Context: an optimization exercise on an open-source flow, tuned for small area, a short achievable clock period and few clock cycles per item. The choices shown serve that exercise and are no tape-out recipe. RTL that was checked went through simulation tests only; none was proved equivalent to the original. Power is estimated from default activity; no workload was simulated.

==> inputs of wip/quartz <==
Design alias_table_builder, start of the top module:
module alias_table_builder #(
  parameter int ENTRIES       = 64,
  parameter int FRACTION_BITS = 24
) (
  input  wire logic              clk,
  input  wire logic              rst_n,
  input  wire logic              in_valid,
  output logic                   in_ready,
  input  wire logic [33:0]       in_data,
  output logic                   out_valid,
  input  wire logic              out_ready,
  output logic [101:0]           out_data
);
clock: 8.0 ns
lec_check: 0
abc_clock_period_in_ps: 3000
cap_margin: 20
core_margin: 2
core_utilization: 40
slew_margin: 20
run.sh (not shown) runs the stock make flow with config.mk's settings and CLKGATE_MAP_FILE= SYNTH_SCRIPT=/design/flow/synth_recipe.tcl, a recipe that flattens the netlist after the stock synthesis.
==> wip/violet: changes against wip/quartz <==
--- a/flow/design.v
+++ b/flow/design.v
@@ -71,46 +71,55 @@
       c[i+1] = g[i] | (p[i] & ci);
     end
   end
   assign s  = x ^ c[W-1:0];
   assign co = c[W];
 endmodule
 module atb_div #(
-  parameter int IDW = 6
+  parameter int IDW = 6,
+  parameter int K   = 1
 ) (
   input  wire logic                 clk,
   input  wire logic                 rst_n,
   input  wire logic                 in_v,
   input  wire logic [IDW-1:0]       in_idx,
   input  wire logic [36:0]          in_wn,
   input  wire logic [36:0]          den,
   input  wire logic [6:0]           n,
   output logic                      out_v,
   output logic [IDW-1:0]            out_idx,
   output logic [30:0]               out_q,
   output logic [24:0]               out_pq
 );
   localparam int STEPS  = 31;
-  localparam int NSTAGE = STEPS + 1;
+  localparam int NMAIN  = (STEPS + K - 1) / K;
+  localparam int NSTAGE = NMAIN + 1;
   logic [NSTAGE-1:0]            v_r;
   logic [NSTAGE-1:0][IDW-1:0]   idx_r;
   logic [NSTAGE-1:0][36:0]      rem_r;
   logic [NSTAGE-1:0][6:0]       nlo_r;
   logic [NSTAGE-1:0][30:0]      q_r;
   logic [NSTAGE-1:0][5:0]       srem_r;
   logic [NSTAGE-1:0][24:0]      pq_r;
+  logic [36:0]                  nden;
+  assign nden = ~den;
   for (genvar s = 0; s < NSTAGE; s++) begin : g_stage
+    localparam int M0 = s * K;
+    localparam int M1 = ((s + 1) * K < STEPS) ? (s + 1) * K : STEPS;
+    localparam int S0 = (s - 1) * K;
+    localparam int S1 = (s * K < STEPS) ? s * K : STEPS;
     logic              v_i;
     logic [IDW-1:0]    idx_i;
     logic [36:0]       rem_i;
     logic [6:0]        nlo_i;
     logic [30:0]       q_i;
     logic [5:0]        srem_i;
     logic [24:0]       pq_i;
     logic [36:0]       rem_o;
+    logic [6:0]        nlo_o;
     logic [30:0]       q_o;
     logic [5:0]        srem_o;
     logic [24:0]       pq_o;
     if (s == 0) begin : g_first
       assign v_i    = in_v;
       assign idx_i  = in_idx;
       assign rem_i  = {7'd0, in_wn[36:7]};
@@ -123,43 +132,59 @@
       assign idx_i  = idx_r[s-1];
       assign rem_i  = rem_r[s-1];
       assign nlo_i  = nlo_r[s-1];
       assign q_i    = q_r[s-1];
       assign srem_i = srem_r[s-1];
       assign pq_i   = pq_r[s-1];
     end
-    if (s < STEPS) begin : g_main
-      logic [37:0] trial, diff;
-      logic        ge;
-      assign trial = {rem_i, nlo_i[6]};
-      atb_add #(.W(38)) u_sub (
-        .a(trial), .b(~{1'b0, den}), .ci(1'b1), .s(diff), .co(ge));
-      assign rem_o = ge ? diff[36:0] : trial[36:0];
-      assign q_o   = {q_i[29:0], ge};
+    if (M0 < STEPS) begin : g_main
+      logic [36:0] rem_c [M1-M0+1];
+      logic [M1-M0-1:0] qb;
+      assign rem_c[0] = rem_i;
+      for (genvar j = 0; j < M1 - M0; j++) begin : g_step
+        logic [37:0] trial, diff;
+        logic        ge;
+        assign trial = {rem_c[j], nlo_i[6-j]};
+        atb_add #(.W(38)) u_sub (
+          .a(trial), .b({1'b1, nden}), .ci(1'b1), .s(diff), .co(ge));
+        assign rem_c[j+1] = ge ? diff[36:0] : trial[36:0];
+        assign qb[M1-M0-1-j] = ge;
+      end
+      assign rem_o = rem_c[M1-M0];
+      assign nlo_o = nlo_i << (M1 - M0);
+      assign q_o   = 31'({q_i, qb});
     end else begin : g_nomain
       assign rem_o = rem_i;
+      assign nlo_o = nlo_i;
       assign q_o   = q_i;
     end
     if (s > 0) begin : g_small
-      logic [6:0] strial;
-      logic [7:0] sdiff;
-      logic       sge;
-      assign strial = {srem_i, q_i[0]};
-      assign sdiff  = {1'b0, strial} - {1'b0, n};
-      assign sge    = !sdiff[7];
-      assign srem_o = sge ? sdiff[5:0] : strial[5:0];
-      assign pq_o   = {pq_i[23:0], sge};
+      logic [5:0] srem_c [S1-S0+1];
+      logic [S1-S0-1:0] pb;
+      assign srem_c[0] = srem_i;
+      for (genvar j = 0; j < S1 - S0; j++) begin : g_sstep
+        logic [6:0] strial;
+        logic [7:0] sdiff;
+        logic       sge;
+        assign strial = {srem_c[j], q_i[S1-S0-1-j]};
+        assign sdiff  = {1'b0, strial} - {1'b0, n};
+        assign sge    = !sdiff[7];
+        assign srem_c[j+1] = sge ? sdiff[5:0] : strial[5:0];
+        assign pb[S1-S0-1-j] = sge;
+      end
+      assign srem_o = srem_c[S1-S0];
+      assign pq_o   = 25'({pq_i, pb});
     end else begin : g_nosmall
       assign srem_o = srem_i;
       assign pq_o   = pq_i;
     end
     always_ff @(posedge clk) begin
       idx_r[s]  <= idx_i;
       rem_r[s]  <= rem_o;
-      nlo_r[s]  <= {nlo_i[5:0], 1'b0};
+      nlo_r[s]  <= nlo_o;
       q_r[s]    <= q_o;
       srem_r[s] <= srem_o;
       pq_r[s]   <= pq_o;
       if (!rst_n) v_r[s] <= 1'b0;
       else        v_r[s] <= v_i;
     end
   end
@@ -168,15 +193,16 @@
   assign out_q   = q_r[NSTAGE-1];
   assign out_pq  = pq_r[NSTAGE-1];
 endmodule
 `default_nettype wire
 `default_nettype none
 module alias_table_builder #(
   parameter int ENTRIES       = 64,
-  parameter int FRACTION_BITS = 24
+  parameter int FRACTION_BITS = 24,
+  parameter int DIV_K         = 1
 ) (
   input  wire logic              clk,
   input  wire logic              rst_n,
   input  wire logic              in_valid,
   output logic                   in_ready,
   input  wire logic [33:0]       in_data,
   output logic                   out_valid,
@@ -185,16 +211,16 @@
 );
   localparam int AW = 6;
   localparam int NW = 7;
   localparam int SW = atb_pkg::SUM_W;
   localparam int CW = atb_pkg::SCL_W;
   localparam int WW = atb_pkg::WGT_W;
   localparam logic [24:0] ONE_FX = 25'(1) << FRACTION_BITS;
-  typedef enum logic [2:0] {
-    S_LOAD, S_WAIT, S_PREP, S_DIV, S_PINIT, S_PFILL, S_PAIR
+  typedef enum logic [1:0] {
+    S_LOAD, S_WAIT, S_PREP, S_BUILD
   } state_t;
   atb_pkg::atb_in_t in_d;
   assign in_d = atb_pkg::atb_in_t'(in_data);
   state_t            state_r;
   logic              in_ready_r;
   logic [NW-1:0]     acc_r;
   logic              iq_v_r;
@@ -202,26 +228,27 @@
   logic [NW-1:0]     iq_a_r;
   logic [SW-1:0]     sum_r;
   logic              drop_r;
   logic [NW-1:0]     n_r;
   logic [SW-1:0]     tot_r;
   logic              uni_r;
   logic              ovf_r;
-  logic [NW-1:0]     f_r;
+  logic [AW-1:0]     f_r;
+  logic [NW-1:0]     fl_r;
   logic              a_v_r;
   logic [AW-1:0]     a_i_r;
   logic [WW-1:0]     a_w_r;
   logic              b_v_r;
   logic [AW-1:0]     b_i_r;
   logic [SW-1:0]     b_s_r, b_c_r;
   logic              c_v_r;
   logic [AW-1:0]     c_i_r;
   logic [SW-1:0]     c_wn_r;
   logic [NW-1:0]     rc_r;
-  logic [ENTRIES-1:0] cls_r;       
+  logic              dd_r;         
   logic [ENTRIES-1:0] avs_r, avl_r, paired_r;
   logic              ts_v_r, tl_v_r;
   logic [AW-1:0]     ts_i_r, tl_i_r;
   logic              hs_v_r, hl_v_r, pd_v_r, cu_v_r;
   logic [AW-1:0]     hs_i_r, hl_i_r, pd_i_r, cu_i_r;
   logic [23:0]       hs_val_r, pd_val_r;
   logic [CW-1:0]     hl_val_r, cu_val_r;
@@ -242,22 +269,23 @@
     .clk(clk), .we(al_we), .waddr(al_wa), .wdata(al_wd), .raddr(o_i_r), .rdata(al_rd));
   logic [CW-1:0] sc_mem [ENTRIES];
   logic          sc_we;
   logic [AW-1:0] sc_wa, sc_raa, sc_rab;
   logic [CW-1:0] sc_wd, sc_rda, sc_rdb;
   always_ff @(posedge clk) begin
     if (sc_we) sc_mem[sc_wa] <= sc_wd;
+    if (step && pd_v_r) sc_mem[pd_i_r][23:0] <= pd_val_r;
   end
   assign sc_rda = sc_mem[sc_raa];
   assign sc_rdb = sc_mem[sc_rab];
   logic          d_v;
   logic [AW-1:0] d_i;
   logic [CW-1:0] d_q;
   logic [24:0]   d_pq;
-  atb_div #(.IDW(AW)) u_div (
+  atb_div #(.IDW(AW), .K(DIV_K)) u_div (
     .clk(clk), .rst_n(rst_n), .in_v(c_v_r), .in_idx(c_i_r), .in_wn(c_wn_r),
     .den(tot_r), .n(n_r), .out_v(d_v), .out_idx(d_i), .out_q(d_q), .out_pq(d_pq));
   function automatic logic [2:0] top8(input logic [7:0] v);
     top8 = '0;
     for (int i = 0; i < 8; i++) begin
       if (v[i]) top8 = 3'(i);
     end
@@ -291,55 +319,61 @@
   logic [AW-1:0]      s_i, l_i;
   logic [23:0]        s_val;
   logic [CW-1:0]      l_val, vsum;
   logic               vsum_co;
   logic               vsmall, s_ok, l_ok, step, take_s, take_l;
   assign s_ok   = pd_v_r || hs_v_r;
   assign l_ok   = cu_v_r || hl_v_r;
-  assign step   = (state_r == S_PAIR) && s_ok && l_ok;
-  assign take_s = (state_r == S_PFILL) || (step && !pd_v_r);
-  assign take_l = (state_r == S_PFILL) || (step && !cu_v_r);
+  assign step   = (state_r == S_BUILD) && s_ok && l_ok;
+  assign take_s = (state_r == S_BUILD) && (!hs_v_r || (step && !pd_v_r));
+  assign take_l = (state_r == S_BUILD) && (!hl_v_r || (step && !cu_v_r));
+  logic s_empty, l_empty, build_end;
+  assign s_empty   = !pd_v_r && !hs_v_r && !ts_v_r;
+  assign l_empty   = !cu_v_r && !hl_v_r && !tl_v_r;
+  assign build_end = (state_r == S_BUILD) && dd_r && (s_empty || l_empty);
   assign s_i    = pd_v_r ? pd_i_r : hs_i_r;
   assign s_val  = pd_v_r ? pd_val_r : hs_val_r;
   assign l_i    = cu_v_r ? cu_i_r : hl_i_r;
   assign l_val  = cu_v_r ? cu_val_r : hl_val_r;
   atb_add #(.W(CW)) u_pair (.a(l_val), .b(CW'(s_val)), .ci(1'b0), .s(vsum), .co(vsum_co));
   assign vsmall = (vsum[CW-1:25] == '0);
-  logic [ENTRIES-1:0] nmask, avs_nxt, avl_nxt;
-  assign nmask = ~({ENTRIES{1'b1}} << n_r);
+  logic [ENTRIES-1:0] avs_nxt, avl_nxt;
+  logic               d_small;
+  assign d_small = (d_q[CW-1:24] == '0);
   always_comb begin
     avs_nxt = avs_r;
     avl_nxt = avl_r;
-    if (state_r == S_PINIT) begin
-      avs_nxt = cls_r & nmask;
-      avl_nxt = ~cls_r & nmask;
-    end
     if (take_s && ts_v_r) avs_nxt[ts_i_r] = 1'b0;
     if (take_l && tl_v_r) avl_nxt[tl_i_r] = 1'b0;
+    if (d_v) begin
+      avs_nxt[d_i] = d_small;
+      avl_nxt[d_i] = !d_small;
+    end
+    if (state_r == S_PREP) begin
+      avs_nxt = '0;
+      avl_nxt = '0;
+    end
   end
   logic accept;
   logic [WW-1:0] w_in;
   assign accept = in_valid && in_ready_r;
   assign w_in   = (!in_d.not_finite && !in_d.weight[31]) ? in_d.weight[WW-1:0] : '0;
   assign sc_raa = o_act_r ? o_i_r : ts_i_r;
   assign sc_rab = tl_i_r;
-  assign wm_ra  = o_act_r ? o_i_r : f_r[AW-1:0];
+  assign wm_ra  = o_act_r ? o_i_r : f_r;
   logic          o_adv;
   assign o_adv = o_act_r && (!out_valid_r || out_ready);
   state_t        state_nxt;
   always_comb begin
     state_nxt = state_r;
     unique case (state_r)
       S_LOAD:  if (accept && in_d.last_weight) state_nxt = S_WAIT;
       S_WAIT:  if (!iq_v_r && !o_act_r) state_nxt = S_PREP;
-      S_PREP:  state_nxt = S_DIV;
-      S_DIV:   if (d_v && (rc_r == n_r - NW'(1))) state_nxt = S_PINIT;
-      S_PINIT: state_nxt = S_PFILL;
-      S_PFILL: state_nxt = S_PAIR;
-      S_PAIR:  if (!(s_ok && l_ok)) state_nxt = S_LOAD;
+      S_PREP:  state_nxt = S_BUILD;
+      S_BUILD: if (build_end) state_nxt = S_LOAD;
       default: state_nxt = S_LOAD;
     endcase
   end
   logic [NW-1:0] acc_inc;
   logic [AW-1:0] o_inc;
   logic          ir_aa, ir_an, ir_na, ir_nn, o_done_adv;
   assign acc_inc    = acc_r + NW'(1);
@@ -356,55 +390,51 @@
     sc_we = 1'b0;
     sc_wa = d_i;
     sc_wd = d_q;
     al_we = step;
     al_wa = s_i;
     al_wd = l_i;
     if (iq_v_r && !iq_a_r[NW-1]) wm_we = 1'b1;
-    if (state_r == S_DIV && d_v) begin
+    if (d_v) begin
       wm_we = 1'b1;
       wm_wa = d_i;
       wm_wd = WW'(d_pq);
       sc_we = 1'b1;
     end
-    if (step && pd_v_r) begin
-      sc_we = 1'b1;
-      sc_wa = pd_i_r;
-      sc_wd = CW'(pd_val_r);
-    end
   end
   always_ff @(posedge clk) begin
     if (accept) begin
       iq_w_r <= w_in;
       iq_a_r <= acc_r;
     end
-    a_i_r  <= f_r[AW-1:0];
+    a_i_r  <= f_r;
     a_w_r  <= uni_r ? WW'(1) : wm_rd;
     b_i_r  <= a_i_r;
     b_s_r  <= pp_s;
     b_c_r  <= pp_c;
     c_i_r  <= b_i_r;
     c_wn_r <= wn_sum;
     if (state_r == S_PREP) begin
       n_r   <= acc_r;
       tot_r <= (sum_r == '0) ? SW'(acc_r) : sum_r;
       uni_r <= (sum_r == '0);
       ovf_r <= drop_r;
     end
-    if (state_r == S_DIV && d_v) cls_r[d_i] <= (d_q[CW-1:24] == '0);
     avs_r  <= avs_nxt;
     avl_r  <= avl_nxt;
     ts_v_r <= |avs_nxt;
     tl_v_r <= |avl_nxt;
     ts_i_r <= top64(avs_nxt);
     tl_i_r <= top64(avl_nxt);
-    if (state_r == S_PINIT) begin
+    if (state_r == S_PREP) begin
       paired_r <= '0;
       pd_v_r   <= 1'b0;
       cu_v_r   <= 1'b0;
+      hs_v_r   <= 1'b0;
+      hl_v_r   <= 1'b0;
     end
     if (take_s) begin
       hs_v_r   <= ts_v_r;
       hs_i_r   <= ts_i_r;
       hs_val_r <= sc_rda[23:0];
     end
     if (take_l) begin
@@ -434,15 +464,16 @@
     if (!rst_n) begin
       state_r     <= S_LOAD;
       in_ready_r  <= 1'b0;
       acc_r       <= '0;
       iq_v_r      <= 1'b0;
       sum_r       <= '0;
       drop_r      <= 1'b0;
-      f_r         <= '0;
+      fl_r        <= '0;
+      dd_r        <= 1'b0;
       a_v_r       <= 1'b0;
       b_v_r       <= 1'b0;
       c_v_r       <= 1'b0;
       rc_r        <= '0;
       o_act_r     <= 1'b0;
       o_i_r       <= '0;
       o_last_r    <= 1'b0;
@@ -461,25 +492,31 @@
         if (iq_a_r[NW-1]) drop_r <= 1'b1;
         else              sum_r  <= sum_add;
       end
       if (state_r == S_PREP) begin
         sum_r  <= '0;
         drop_r <= 1'b0;
       end
-      a_v_r <= (state_r == S_DIV) && (f_r < n_r);
+      a_v_r <= (state_r == S_BUILD) && (fl_r != '0);
       b_v_r <= a_v_r;
       c_v_r <= b_v_r;
       if (state_r == S_PREP) begin
-        f_r  <= '0;
-        rc_r <= '0;
-      end else if (state_r == S_DIV) begin
-        if (f_r < n_r) f_r <= f_r + NW'(1);
-        if (d_v) rc_r <= rc_r + NW'(1);
+        f_r  <= AW'(acc_r - NW'(1));
+        fl_r <= acc_r;
+        rc_r <= acc_r;
+        dd_r <= 1'b0;
+      end else if (state_r == S_BUILD) begin
+        if (fl_r != '0) begin
+          f_r  <= f_r - AW'(1);
+          fl_r <= fl_r - NW'(1);
+        end
+        if (d_v) rc_r <= rc_r - NW'(1);
+        if (d_v && rc_r == NW'(1)) dd_r <= 1'b1;
       end
-      if (state_r == S_PAIR && !(s_ok && l_ok)) begin
+      if (build_end) begin
         o_act_r  <= 1'b1;
         o_i_r    <= '0;
         o_last_r <= (n_r == NW'(1));
       end else if (o_adv) begin
         o_act_r  <= !o_last_r;
         o_i_r    <= o_inc;
         o_last_r <= ({1'b0, o_inc} == n_r - NW'(1));
==> summary.txt <==
|  | wip/violet | wip/quartz |
|---|---|---|
| Run status | finished clean | finished clean |
| Clk power | 36500 µW | 37000 µW |
| Part of the total power dissipated in sequential elements | 41.0% | 37.5% |
| Crit path to | cu_val_r[29] | u_div.rem_r[536] |
| R2r setup slk | 1.92 ns | 2.05 ns |
| Total Die Area | 902000 µm² | 853000 µm² |
| Timing startpoint of the critical path | pd_val_r[1] | tot_r[1] |
| Number of logic inverters in the finished layout | 699 | 702 |
| Buffers excl. clock | 828 | 641 |
| Placed Cells | 40700 | 36200 |
| Gr usage total | 24.1% | 21.3% |
| Area overhead of the layout relative to synthesis | 12.0% | 13.0% |
| Fraction of post-synthesis cell area in the top cell type by area | 39.1% | 41.8% |
Testbench counts of wip/violet, summed over its fixed seeds: cycles 4,447, items 1,134.
Function not checked in wip/quartz: the RTL went through the layout flow alone.

-- static timing again, ports no longer ideal --
No port has a modelled driver above. Below, the same layouts with a new extraction and two added sets of constraints. Step 1 (the two cells are an assumption about what drives the block):
set clk [get_ports {clk}]
set_driving_cell -lib_cell sky130_fd_sc_hd__clkbuf_16 $clk
set_driving_cell -lib_cell sky130_fd_sc_hd__buf_2 [delete_from_list [all_inputs] $clk]
Step 2 adds t to the input delays and takes it off the output delays; t is the mean of the earliest and latest rising clock arrival at the registers after step 1. Input paths then give back, and output paths get back, about the clock's delay inside the block. a / b / c = no drivers / after step 1 / after step 2; a / b = the first two.
run | t (ns) | setup slack, ns | worst hold slack (ns) | worst setup path after step 2 | cell pins on the clock port's net
wip/quartz | 1.259 | 2.045 / 2.045 / 2.045 | 0.234 / 0.234 / 0.234 | register to register | 1
wip/violet | 1.290 | 1.925 / 1.925 / 1.925 | 0.301 / 0.301 / 0.301 | register to register | 1
After both steps setup and hold are still met in every run listed.
